This design comes from an exercise in tuning for a short achievable clock period and few clock cycles on the open sky130 flow, not from production work. The RTL was checked by simulation tests, not by an equivalence proof against the original design. No activity file was given, so power comes from the tool's default toggle rates.

$ cat flow/config.mk
export PLATFORM = sky130hd
export DESIGN_NAME = lc3b_pipeline
export DESIGN_NICKNAME = lc3b_pipeline
export VERILOG_FILES = /design/flow/design.v
export SDC_FILE = /design/flow/constraint.sdc
export NUM_CORES = 4
export LEC_CHECK = 0
export CAP_MARGIN = 20
export CORE_MARGIN = 2
export CORE_UTILIZATION = 40
export SLEW_MARGIN = 20
$ cat flow/constraint.sdc
create_clock -name core_clock -period 4.5 [get_ports {clk}]
set_input_delay 0.9000 -clock core_clock [delete_from_list [all_inputs] [get_ports {clk}]]
set_output_delay 0.9000 -clock core_clock [all_outputs]
set_load 0.01 [all_outputs]
$ cat flow/design.v
package lc3b_pkg;
    typedef logic [15:0] lc3b_word;
    typedef logic [2:0] lc3b_reg;
    typedef logic [1:0] lc3b_mem_wmask;
    typedef logic [2:0] lc3b_nzp;
    typedef enum logic [3:0] {
        op_br  = 4'b0000,
        op_add = 4'b0001,
        op_ldb = 4'b0010,
        op_stb = 4'b0011,
        op_and = 4'b0101,
        op_ldr = 4'b0110,
        op_str = 4'b0111,
        op_not = 4'b1001
    } lc3b_opcode;
    typedef enum logic [1:0] {
        alu_add,
        alu_and,
        alu_not,
        alu_pass
    } lc3b_aluop;
endpackage
module fetch_stage
#(
    parameter logic [15:0] RESET_PC = 16'h0000
)
(
    input  logic     clk,
    input  logic     rst,
    input  logic     stall,
    input  logic     load_stall,
    input  logic     flush,
    input  lc3b_pkg::lc3b_word branch_target,
    output logic     imem_read,
    output lc3b_pkg::lc3b_word imem_address,
    input  logic     imem_resp,
    input  lc3b_pkg::lc3b_word imem_rdata,
    output logic     fetch_busy,
    output lc3b_pkg::lc3b_word ir_id,
    output lc3b_pkg::lc3b_word pc_id
);
    lc3b_pkg::lc3b_word pc;
    lc3b_pkg::lc3b_word ir_buf;
    logic     have_ir;
    lc3b_pkg::lc3b_word fetched;
    assign imem_read    = ~have_ir;
    assign imem_address = pc;
    assign fetch_busy   = ~have_ir & ~imem_resp;
    assign fetched      = have_ir ? ir_buf : imem_rdata;
    always_ff @(posedge clk)
    begin
        if (rst)
        begin
            pc      <= RESET_PC;
            have_ir <= 1'b0;
            ir_id   <= '0;
        end
        else if (!stall && flush)
        begin
            pc      <= branch_target;
            have_ir <= 1'b0;
            ir_id   <= '0;
        end
        else if (!stall && !load_stall)
        begin
            pc      <= pc + 16'd2;
            have_ir <= 1'b0;
            ir_id   <= fetched;
        end
        else if (imem_resp)
        begin
            have_ir <= 1'b1;
        end
    end
    always_ff @(posedge clk)
    begin
        if (imem_resp)
        begin
            ir_buf <= imem_rdata;
        end
        if (!stall && !load_stall)
        begin
            pc_id <= pc + 16'd2;
        end
    end
endmodule
module regfile
(
    input  logic     clk,
    input  logic     rst,
    input  logic     load,
    input  lc3b_pkg::lc3b_reg  dest,
    input  lc3b_pkg::lc3b_reg  src_a,
    input  lc3b_pkg::lc3b_reg  src_b,
    input  lc3b_pkg::lc3b_word in,
    output lc3b_pkg::lc3b_word reg_a,
    output lc3b_pkg::lc3b_word reg_b
);
    lc3b_pkg::lc3b_word regs [8];
    always_ff @(posedge clk)
    begin
        if (rst)
        begin
            for (int i = 0; i < 8; i++)
            begin
                regs[i] <= '0;
            end
        end
        else if (load)
        begin
            regs[dest] <= in;
        end
    end
    assign reg_a = (load && dest == src_a) ? in : regs[src_a];
    assign reg_b = (load && dest == src_b) ? in : regs[src_b];
endmodule
module decode_stage
(
    input  logic       clk,
    input  logic       rst,
    input  logic       stall,
    input  logic       load_stall,
    input  logic       flush,
    input  lc3b_pkg::lc3b_word   ir_id,
    input  lc3b_pkg::lc3b_word   pc_id,
    input  logic       wb_load,
    input  lc3b_pkg::lc3b_reg    wb_dest,
    input  lc3b_pkg::lc3b_word   wb_data,
    input  lc3b_pkg::lc3b_word   hold_a,
    input  lc3b_pkg::lc3b_word   hold_b,
    output lc3b_pkg::lc3b_reg    sr1_ex,
    output lc3b_pkg::lc3b_reg    sr2_ex,
    output lc3b_pkg::lc3b_word   a_ex,
    output lc3b_pkg::lc3b_word   b_ex,
    output lc3b_pkg::lc3b_word   imm_ex,
    output lc3b_pkg::lc3b_aluop  aluop_ex,
    output lc3b_pkg::lc3b_opcode opcode_ex,
    output lc3b_pkg::lc3b_reg    dest_ex,
    output logic       load_reg_ex,
    output logic       mem_read_ex,
    output logic       mem_write_ex,
    output logic       byte_ex,
    output lc3b_pkg::lc3b_nzp    nzp_ex,
    output lc3b_pkg::lc3b_word   target_ex
);
    lc3b_pkg::lc3b_opcode opcode;
    lc3b_pkg::lc3b_reg    sr1;
    lc3b_pkg::lc3b_reg    sr2;
    lc3b_pkg::lc3b_word   reg_a;
    lc3b_pkg::lc3b_word   reg_b;
    lc3b_pkg::lc3b_word   imm5;
    lc3b_pkg::lc3b_word   off6;
    lc3b_pkg::lc3b_word   off9;
    lc3b_pkg::lc3b_word   imm;
    lc3b_pkg::lc3b_aluop  aluop;
    logic       load_reg;
    logic       mem_read;
    logic       mem_write;
    logic       byte_sel;
    assign opcode = lc3b_pkg::lc3b_opcode'(ir_id[15:12]);
    assign sr1    = ir_id[8:6];
    assign sr2    = (opcode == lc3b_pkg::op_str || opcode == lc3b_pkg::op_stb) ? ir_id[11:9] : ir_id[2:0];
    assign imm5   = {{11{ir_id[4]}}, ir_id[4:0]};
    assign off6   = {{10{ir_id[5]}}, ir_id[5:0]};
    assign off9   = {{7{ir_id[8]}}, ir_id[8:0]};
    regfile u_regfile
    (
        .clk   (clk),
        .rst   (rst),
        .load  (wb_load),
        .dest  (wb_dest),
        .src_a (sr1),
        .src_b (sr2),
        .in    (wb_data),
        .reg_a (reg_a),
        .reg_b (reg_b)
    );
    always_comb
    begin
        aluop     = lc3b_pkg::alu_pass;
        imm       = imm5;
        load_reg  = 1'b0;
        mem_read  = 1'b0;
        mem_write = 1'b0;
        byte_sel  = 1'b0;
        case (opcode)
            lc3b_pkg::op_add, lc3b_pkg::op_and:
            begin
                aluop    = (opcode == lc3b_pkg::op_add) ? lc3b_pkg::alu_add : lc3b_pkg::alu_and;
                load_reg = 1'b1;
                byte_sel = ir_id[5];
            end
            lc3b_pkg::op_not:
            begin
                aluop    = lc3b_pkg::alu_not;
                load_reg = 1'b1;
            end
            lc3b_pkg::op_ldr, lc3b_pkg::op_ldb:
            begin
                aluop    = lc3b_pkg::alu_add;
                imm      = (opcode == lc3b_pkg::op_ldr) ? {off6[14:0], 1'b0} : off6;
                load_reg = 1'b1;
                mem_read = 1'b1;
                byte_sel = (opcode == lc3b_pkg::op_ldb);
            end
            lc3b_pkg::op_str, lc3b_pkg::op_stb:
            begin
                aluop     = lc3b_pkg::alu_add;
                imm       = (opcode == lc3b_pkg::op_str) ? {off6[14:0], 1'b0} : off6;
                mem_write = 1'b1;
                byte_sel  = (opcode == lc3b_pkg::op_stb);
            end
            default:
            begin
                aluop = lc3b_pkg::alu_pass;
            end
        endcase
    end
    always_ff @(posedge clk)
    begin
        if (rst || (!stall && flush))
        begin
            opcode_ex    <= lc3b_pkg::op_br;
            nzp_ex       <= '0;
            aluop_ex     <= lc3b_pkg::alu_pass;
            load_reg_ex  <= 1'b0;
            mem_read_ex  <= 1'b0;
            mem_write_ex <= 1'b0;
            byte_ex      <= 1'b0;
        end
        else if (!stall && !load_stall)
        begin
            opcode_ex    <= opcode;
            nzp_ex       <= ir_id[11:9];
            aluop_ex     <= aluop;
            load_reg_ex  <= load_reg;
            mem_read_ex  <= mem_read;
            mem_write_ex <= mem_write;
            byte_ex      <= byte_sel;
        end
    end
    always_ff @(posedge clk)
    begin
        if (!stall && !load_stall)
        begin
            sr1_ex    <= sr1;
            sr2_ex    <= sr2;
            a_ex      <= reg_a;
            b_ex      <= reg_b;
            imm_ex    <= imm;
            dest_ex   <= ir_id[11:9];
            target_ex <= pc_id + {off9[14:0], 1'b0};
        end
        else if (!stall)
        begin
            a_ex      <= hold_a;
            b_ex      <= hold_b;
        end
    end
endmodule
module hazard_unit
(
    input  lc3b_pkg::lc3b_reg    sr1_ex,
    input  lc3b_pkg::lc3b_reg    sr2_ex,
    input  lc3b_pkg::lc3b_reg    dest_mem,
    input  lc3b_pkg::lc3b_reg    dest_wb,
    input  logic       load_reg_mem,
    input  logic       load_reg_wb,
    input  logic       mem_read_mem,
    output logic [1:0] fwd1_sel,
    output logic [1:0] fwd2_sel,
    output logic       load_stall
);
    logic hit1_mem;
    logic hit2_mem;
    logic hit1_wb;
    logic hit2_wb;
    assign hit1_mem = load_reg_mem && (dest_mem == sr1_ex);
    assign hit2_mem = load_reg_mem && (dest_mem == sr2_ex);
    assign hit1_wb  = load_reg_wb && (dest_wb == sr1_ex);
    assign hit2_wb  = load_reg_wb && (dest_wb == sr2_ex);
    always_comb
    begin
        fwd1_sel = 2'b00;
        fwd2_sel = 2'b00;
        if (hit1_mem)
        begin
            fwd1_sel = 2'b01;
        end
        else if (hit1_wb)
        begin
            fwd1_sel = 2'b10;
        end
        if (hit2_mem)
        begin
            fwd2_sel = 2'b01;
        end
        else if (hit2_wb)
        begin
            fwd2_sel = 2'b10;
        end
    end
    assign load_stall = mem_read_mem && (hit1_mem || hit2_mem);
endmodule
module execute_stage
(
    input  logic       clk,
    input  logic       rst,
    input  logic       stall,
    input  logic       load_stall,
    input  logic       flush,
    input  lc3b_pkg::lc3b_word   a_ex,
    input  lc3b_pkg::lc3b_word   b_ex,
    input  lc3b_pkg::lc3b_word   imm_ex,
    input  lc3b_pkg::lc3b_aluop  aluop_ex,
    input  lc3b_pkg::lc3b_opcode opcode_ex,
    input  lc3b_pkg::lc3b_reg    dest_ex,
    input  logic       load_reg_ex,
    input  logic       mem_read_ex,
    input  logic       mem_write_ex,
    input  logic       byte_ex,
    input  lc3b_pkg::lc3b_nzp    nzp_ex,
    input  lc3b_pkg::lc3b_word   target_ex,
    input  logic [1:0] fwd1_sel,
    input  logic [1:0] fwd2_sel,
    input  lc3b_pkg::lc3b_word   fwd_mem,
    input  lc3b_pkg::lc3b_word   fwd_wb,
    output lc3b_pkg::lc3b_word   alu_mem,
    output lc3b_pkg::lc3b_word   store_mem,
    output lc3b_pkg::lc3b_reg    dest_mem,
    output logic       load_reg_mem,
    output logic       mem_read_mem,
    output logic       mem_write_mem,
    output logic       byte_mem,
    output logic       br_mem,
    output lc3b_pkg::lc3b_nzp    nzp_mem,
    output lc3b_pkg::lc3b_word   target_mem,
    output lc3b_pkg::lc3b_word   hold_a,
    output lc3b_pkg::lc3b_word   hold_b
);
    lc3b_pkg::lc3b_word op_a;
    lc3b_pkg::lc3b_word fwd_b;
    lc3b_pkg::lc3b_word op_b;
    lc3b_pkg::lc3b_word alu_out;
    logic     is_mem;
    assign op_a = (fwd1_sel == 2'b01) ? fwd_mem : (fwd1_sel == 2'b10) ? fwd_wb : a_ex;
    assign fwd_b = (fwd2_sel == 2'b01) ? fwd_mem : (fwd2_sel == 2'b10) ? fwd_wb : b_ex;
    assign is_mem = mem_read_ex | mem_write_ex;
    assign hold_a = op_a;
    assign hold_b = fwd_b;
    assign op_b   = (is_mem || byte_ex) ? imm_ex : fwd_b;
    always_comb
    begin
        case (aluop_ex)
            lc3b_pkg::alu_add: alu_out = op_a + op_b;
            lc3b_pkg::alu_and: alu_out = op_a & op_b;
            lc3b_pkg::alu_not: alu_out = ~op_a;
            default: alu_out = op_a;
        endcase
    end
    always_ff @(posedge clk)
    begin
        if (rst || (!stall && (flush || load_stall)))
        begin
            load_reg_mem  <= 1'b0;
            mem_read_mem  <= 1'b0;
            mem_write_mem <= 1'b0;
            byte_mem      <= 1'b0;
            br_mem        <= 1'b0;
        end
        else if (!stall)
        begin
            load_reg_mem  <= load_reg_ex;
            mem_read_mem  <= mem_read_ex;
            mem_write_mem <= mem_write_ex;
            byte_mem      <= byte_ex & is_mem;
            br_mem        <= (opcode_ex == lc3b_pkg::op_br);
        end
    end
    always_ff @(posedge clk)
    begin
        if (!stall)
        begin
            alu_mem    <= alu_out;
            store_mem  <= fwd_b;
            dest_mem   <= dest_ex;
            nzp_mem    <= nzp_ex;
            target_mem <= target_ex;
        end
    end
endmodule
module mem_wb_stage
(
    input  logic          clk,
    input  logic          rst,
    input  logic          stall,
    input  lc3b_pkg::lc3b_word      alu_mem,
    input  lc3b_pkg::lc3b_word      store_mem,
    input  lc3b_pkg::lc3b_reg       dest_mem,
    input  logic          load_reg_mem,
    input  logic          mem_read_mem,
    input  logic          mem_write_mem,
    input  logic          byte_mem,
    input  logic          br_mem,
    input  lc3b_pkg::lc3b_nzp       nzp_mem,
    input  lc3b_pkg::lc3b_word      target_mem,
    output logic          dmem_read,
    output logic          dmem_write,
    output lc3b_pkg::lc3b_word      dmem_address,
    output lc3b_pkg::lc3b_word      dmem_wdata,
    output lc3b_pkg::lc3b_mem_wmask dmem_byte_enable,
    input  logic          dmem_resp,
    input  lc3b_pkg::lc3b_word      dmem_rdata,
    output logic          mem_busy,
    output logic          flush,
    output lc3b_pkg::lc3b_word      branch_target,
    output logic          wb_load,
    output lc3b_pkg::lc3b_reg       wb_dest,
    output lc3b_pkg::lc3b_word      wb_data,
    output lc3b_pkg::lc3b_word      fwd_mem
);
    lc3b_pkg::lc3b_word load_data;
    lc3b_pkg::lc3b_word rdata;
    lc3b_pkg::lc3b_word rdata_buf;
    logic     mem_done;
    lc3b_pkg::lc3b_nzp  cc;
    lc3b_pkg::lc3b_nzp  nzp_wb;
    lc3b_pkg::lc3b_nzp  gen_cc;
    logic     br_wb;
    assign dmem_read    = mem_read_mem & ~flush & ~mem_done;
    assign dmem_write   = mem_write_mem & ~flush & ~mem_done;
    assign dmem_address = alu_mem;
    assign dmem_wdata   = byte_mem ? {store_mem[7:0], store_mem[7:0]} : store_mem;
    assign dmem_byte_enable = byte_mem ? (alu_mem[0] ? 2'b10 : 2'b01) : 2'b11;
    assign mem_busy     = (dmem_read | dmem_write) & ~dmem_resp;
    assign fwd_mem      = alu_mem;
    assign rdata = mem_done ? rdata_buf : dmem_rdata;
    assign load_data = !byte_mem ? rdata :
                       alu_mem[0] ? {8'h00, rdata[15:8]} : {8'h00, rdata[7:0]};
    always_ff @(posedge clk)
    begin
        if (rst || !stall)
        begin
            mem_done <= 1'b0;
        end
        else if (dmem_resp)
        begin
            mem_done <= 1'b1;
        end
    end
    always_ff @(posedge clk)
    begin
        if (dmem_resp)
        begin
            rdata_buf <= dmem_rdata;
        end
    end
    always_ff @(posedge clk)
    begin
        if (rst || (!stall && flush))
        begin
            wb_load <= 1'b0;
            br_wb   <= 1'b0;
        end
        else if (!stall)
        begin
            wb_load <= load_reg_mem;
            br_wb   <= br_mem;
        end
    end
    always_ff @(posedge clk)
    begin
        if (!stall)
        begin
            wb_dest       <= dest_mem;
            wb_data       <= mem_read_mem ? load_data : alu_mem;
            nzp_wb        <= nzp_mem;
            branch_target <= target_mem;
        end
    end
    assign gen_cc = wb_data[15] ? 3'b100 : (wb_data == '0) ? 3'b010 : 3'b001;
    always_ff @(posedge clk)
    begin
        if (rst)
        begin
            cc <= '0;
        end
        else if (!stall && wb_load)
        begin
            cc <= gen_cc;
        end
    end
    assign flush = br_wb & |(nzp_wb & cc);
endmodule
module lc3b_pipeline
#(
    parameter logic [15:0] RESET_PC = 16'h0000
)
(
    input  logic          clk,
    input  logic          rst,
    output logic          imem_read,
    output lc3b_pkg::lc3b_word      imem_address,
    input  logic          imem_resp,
    input  lc3b_pkg::lc3b_word      imem_rdata,
    output logic          dmem_read,
    output logic          dmem_write,
    output lc3b_pkg::lc3b_word      dmem_address,
    output lc3b_pkg::lc3b_word      dmem_wdata,
    output lc3b_pkg::lc3b_mem_wmask dmem_byte_enable,
    input  logic          dmem_resp,
    input  lc3b_pkg::lc3b_word      dmem_rdata
);
    logic stall, load_stall, flush, fetch_busy, mem_busy;
    lc3b_pkg::lc3b_word branch_target, ir_id, pc_id;
    logic wb_load;
    lc3b_pkg::lc3b_reg wb_dest;
    lc3b_pkg::lc3b_word wb_data, fwd_mem;
    lc3b_pkg::lc3b_reg sr1_ex, sr2_ex, dest_ex;
    lc3b_pkg::lc3b_word a_ex, b_ex, imm_ex, target_ex, hold_a, hold_b;
    lc3b_pkg::lc3b_aluop aluop_ex;
    lc3b_pkg::lc3b_opcode opcode_ex;
    logic load_reg_ex, mem_read_ex, mem_write_ex, byte_ex;
    lc3b_pkg::lc3b_nzp nzp_ex, nzp_mem;
    logic [1:0] fwd1_sel, fwd2_sel;
    lc3b_pkg::lc3b_word alu_mem, store_mem, target_mem;
    lc3b_pkg::lc3b_reg dest_mem;
    logic load_reg_mem, mem_read_mem, mem_write_mem, byte_mem, br_mem;
    assign stall = fetch_busy | mem_busy;
    fetch_stage #(.RESET_PC(RESET_PC)) u_fetch_stage
    (
        .clk, .rst, .stall, .load_stall, .flush, .branch_target,
        .imem_read, .imem_address, .imem_resp, .imem_rdata,
        .fetch_busy, .ir_id, .pc_id
    );
    decode_stage u_decode_stage
    (
        .clk, .rst, .stall, .load_stall, .flush, .ir_id, .pc_id,
        .wb_load, .wb_dest, .wb_data, .hold_a, .hold_b,
        .sr1_ex, .sr2_ex, .a_ex, .b_ex, .imm_ex, .aluop_ex, .opcode_ex, .dest_ex,
        .load_reg_ex, .mem_read_ex, .mem_write_ex, .byte_ex, .nzp_ex, .target_ex
    );
    hazard_unit u_hazard_unit
    (
        .sr1_ex, .sr2_ex, .dest_mem, .dest_wb(wb_dest),
        .load_reg_mem, .load_reg_wb(wb_load), .mem_read_mem,
        .fwd1_sel, .fwd2_sel, .load_stall
    );
    execute_stage u_execute_stage
    (
        .clk, .rst, .stall, .load_stall, .flush,
        .a_ex, .b_ex, .imm_ex, .aluop_ex, .opcode_ex, .dest_ex,
        .load_reg_ex, .mem_read_ex, .mem_write_ex, .byte_ex, .nzp_ex, .target_ex,
        .fwd1_sel, .fwd2_sel, .fwd_mem, .fwd_wb(wb_data),
        .alu_mem, .store_mem, .dest_mem, .load_reg_mem, .mem_read_mem,
        .mem_write_mem, .byte_mem, .br_mem, .nzp_mem, .target_mem, .hold_a, .hold_b
    );
    mem_wb_stage u_mem_wb_stage
    (
        .clk, .rst, .stall,
        .alu_mem, .store_mem, .dest_mem, .load_reg_mem, .mem_read_mem,
        .mem_write_mem, .byte_mem, .br_mem, .nzp_mem, .target_mem,
        .dmem_read, .dmem_write, .dmem_address, .dmem_wdata, .dmem_byte_enable,
        .dmem_resp, .dmem_rdata,
        .mem_busy, .flush, .branch_target, .wb_load, .wb_dest, .wb_data, .fwd_mem
    );
endmodule
$ cat flow/run.sh
#!/bin/bash
# synth_recipe.tcl (not shown) runs the flow's synth.tcl, then flattens the netlist and writes it again
# the make line also repeats each setting of config.mk as NAME=value (left out here)
make -C /OpenROAD-flow-scripts/flow DESIGN_CONFIG=/design/flow/config.mk WORK_HOME=/design/flow/orfs CLKGATE_MAP_FILE= SYNTH_SCRIPT=/design/flow/synth_recipe.tcl finish
==> results_dict.tcl <==
set metrics [dict create \
    status "timing/DRC/antenna clean" \
    setup_viol 0 \
    cp-start-kind "flop" \
    grt_max_degree 66 \
    drt_iter0_drc 1337 \
    min_period_ns 4.111 \
    io_buffers 88 \
    drive_above_1_share_pct 11.23 \
    layout_commonest_cell "edfxtp_1" \
    wl_met3_um 3699 \
    ant_nets 0 \
    cp.required_ns 4.83 \
    cts_sinks 392 \
    syn_to_final_growth_pct 15.17 \
    grt_pass1_wl_um 84910 \
    overflow 0 \
    grtUsageTotal_pct 21.16 \
    grt_setup_unrepaired "false" \
    fp.dieArea_sq_um 51980 \
    wl_um 55020 \
    dieWidth_um 228 \
    synth_cell_types 70 \
    m1WireLength_um 23840 \
    drv_slew 0 \
    first_pass_iters 6 \
    yosys.area.top_type "edfxtp_1" \
    endpoint_kind "flop" \
    syn_avg_cell_area_sq_um 11.14 \
    first_global_vias 14236 \
    p_seq_share_pct 47.5 \
    timing.critical_path.max_delay_family "compound AO/OA/AOI/OAI gates" \
    initial_utilization_pct 40.25 \
    ios 89 \
    stdcell_count 2569 \
    worst_pin_slew_ns 0.9678 \
    htree_levels 2 \
    p_leak_nw 8.619 \
    core_area_sq_um 49860 \
    synth_cells 1802 \
    routabilityCongestion 0.9089 \
    hold_viol 0 \
    synth_seq_cells 392 \
    cpPeakStageDelay_ns 0.41 \
    cts_tree "done" \
    p_sw_w 0.002832 \
    intPower_w 0.007022 \
    vias 14263 \
    p_per_area_nw_per_um2 426.3 \
    cts_buffer_depth 3 \
    p_comb_share_pct 17.7 \
    final_cell_mix "332 x edfxtp_1, 295 x nand2_1, 131 x and2_1" \
    clk_pin_slew_ns 0.06 \
    arrival_ns 4.44 \
    syn_nets 1871 \
    wl_met2_um 25860 \
    dp.cells 2489 \
    worstSkewPairLatency_ns 0.59 \
    max_freq_ghz 0.2432 \
    slowest_stage "edfxtp_1" \
    cts_made_buffers 42 \
    cp_common_cell "a21o_1" \
    maxCapViolCount 0 \
    path_buf_inv 3 \
    ir_drop_mv 0.2548 \
    finalSetupTns_ns 0 \
    die_h_um 228 \
    critical_path.cell_chain "buf_4 > xnor2_2 > and4_1 > buf_4 > mux2i_1 > nor2_1 > a21oi_1 > inv_1 > ha_1 > a21o_1 > a21o_1 > a21o_1 > a21o_1 > a221o_1 > a21oi_1 > o21ai_1 > o211a_1" \
    syn-cell-area_sq_um 20070 \
    fin_crit_sh_pct 91.37 \
    antenna_found_initial 0 \
    nets 1932 \
    root_buffer "clkbuf_16" \
    dp_hpwl_um 36520 \
    switching_share_pct 28.74 \
    yosys-top-cells-area "edfxtp_1 50%, dfxtp_1 6.0%, nand2_1 5.5%" \
    crit_path_max_fanout 8 \
    n_antenna_cell 0 \
    ys_seq_area_share_pct 55.66 \
    synth-edff-count 332 \
    via_per_inst 5.552 \
    fin_skew_ns 0.02529 \
    synth_top_area_share_pct 49.67 \
    synth-async-reset-ratio_pct 0 \
    min_path_type "flop to flop" \
    slew_headroom_pct 35.48 \
    top_layer_used "met4" \
    route.detailed.drc 0 \
    synth_ff_type "edfxtp_1" \
    power.clock.fraction_pct 34.8 \
    critical_path_class "flop to flop" \
    ys_warn_count 6 \
    num_rows 82 \
    wire_per_inst_um 21.42 \
]
==> logic make-up after synthesis <==
kind of cell / Yosys count / share of synthesized area (%)
buffers and inverters: 184 / 3.790
AOI/OAI and AO/OA: 324 / 10.29
DFF: 392 / 55.66
adders and majority gates: 33 / 2.132
and+or+nand+nor: 662 / 15.50
muxes: 137 / 9.463
xor gates and xnor gates: 70 / 3.167
==> cell type report <==
| cell class | instances | area (sq um) |
|---|---|---|
| Sequential cell | 392 | 11170 |
| Timing Repair Buffer | 150 | 1371 |
| Clock inverter | 26 | 240.2 |
| Clock buffer | 52 | 1110 |
| Tap cell | 672 | 840.8 |
| Inverter | 51 | 195.2 |
| Fill cell | 4607 | 26750 |
| Multi-Input combinational cell | 1226 | 8184 |
==> stage by stage <==
stage                     utilization, %  setup WS, ns  instance area, sq um  total power [W]  hold WS, ns
after floorplan                        -        0.2820                 20070         0.005786       0.4003
after global placement             43.60        0.4425                 21740         0.006462       0.4021
after detailed placement           43.60        0.3111                 21740         0.006490       0.4045
after CTS                          46.31        0.3005                 23090         0.009928       0.4191
after global routing               46.36       0.06885                 23110          0.01027       0.4216
final                              46.36        0.3885                 23110         0.009854       0.4168
==> synth_stat cells (4+ instances only) <==
cell      count
a211oi_1     22
a21boi_0      4
a21o_1       15
a21oi_1      86
a22oi_1      10
a311oi_1     16
a31oi_1      18
and2_1      131
and3_1       18
and4_1        5
buf_1        19
buf_2        11
buf_4         9
clkbuf_1     91
dfxtp_1      60
edfxtp_1    332
ha_1         31
inv_1        49
mux2_2       22
mux2i_1      75
mux4_2       40
nand2_1     296
nand2b_1      9
nand3_1      50
nand4_1      10
nor2_1       95
nor2b_1       8
nor3_1       16
nor4_1        6
o211ai_1     15
o21ai_0      84
o21ai_1       8
o22ai_1      10
or3_1         7
xnor2_1      48
xor2_1       19
==> per-layer routing <==
metal	vias up	global-route usage, %
met3	98	2.963
met2	543	34.75
met1	6981	28.90
met4	0	7.149
li1	6641	-
met5	-	0
==> what timing repair did <==
item                       in CTS  in global routing
setup endpoints to repair       0                  2
hold buffers                    0                  0
setup buffers                   0                  2
resized for setup               0                  2
==> final timing paths <==
path,cells after the start,slack (ns),start,to
worst max-delay path,17,0.39,u_mem_wb_stage.wb_dest[0],u_execute_stage.alu_mem[15]
worst min-delay path,0,0.42,u_execute_stage.target_mem[5],u_mem_wb_stage.branch_target[5]
worst max register to register,17,0.39,u_mem_wb_stage.wb_dest[0],u_execute_stage.alu_mem[15]
worst min register to register,0,0.42,u_execute_stage.target_mem[5],u_mem_wb_stage.branch_target[5]
==> worst reg2reg max path, cell delays in order (launching register included) <==
cell and delay (ns):
edfxtp_1 0.41, buf_4 0.19, xnor2_2 0.18, and4_1 0.39, buf_4 0.26, mux2i_1 0.21
nor2_1 0.06, a21oi_1 0.25, inv_1 0.08, ha_1 0.37, a21o_1 0.20, a21o_1 0.17
a21o_1 0.16, a21o_1 0.17, a221o_1 0.28, a21oi_1 0.13, o21ai_1 0.11, o211a_1 0.24
==> registers in the layout (all words and copies together) (netlist names), 4 cells and up, named ones only <==
register	count
u_decode_stage.a_ex	16
u_fetch_stage.ir_id	16
u_fetch_stage.pc_id	16
u_mem_wb_stage.rdata_buf	16
u_fetch_stage.pc	16
u_decode_stage.b_ex	16
u_decode_stage.target_ex	16
u_mem_wb_stage.wb_data	16
u_fetch_stage.ir_buf	16
u_decode_stage.u_regfile.regs	128
u_mem_wb_stage.branch_target	16
u_execute_stage.alu_mem	16
u_decode_stage.opcode_ex	4
u_execute_stage.target_mem	16
u_decode_stage.imm_ex	7
u_execute_stage.store_mem	16
==> power groups by stage <==
stage,Sequential [W],Clock [W],Combinational [W]
final,0.00468,0.00343,0.00175
after detailed placement,0.00475,0,0.00174
after floorplan,0.00455,0,0.00124
after global routing,0.00472,0.00363,0.00192
after CTS,0.00468,0.00350,0.00175
after global placement,0.00475,0,0.00172
Testbench counts, summed over its fixed seeds: cycles 97,745.

separate check: timing with driven ports:
How much do the figures lean on ideal ports? The routed layout below was timed once more, with nothing changed but the port constraints.
Step 1 assumes that a clkbuf_16 drives the clock port and a buf_2 every other input.
Step 2 also shifts input and output timing later by t, the mid clock arrival at the registers, as if the neighbouring blocks saw the same clock.
Three values: no drivers, after step 1, after step 2; two values: the first two.
t, ns: 0.637
setup slack, ns: 0.389 / 0.389 / 0.389
worst slew at a driven data input, ns: 0.04
After both steps setup and hold are still met in this run. The setup slack of this run moves by 0.000 ns with the drivers and by 0.000 ns with both steps.
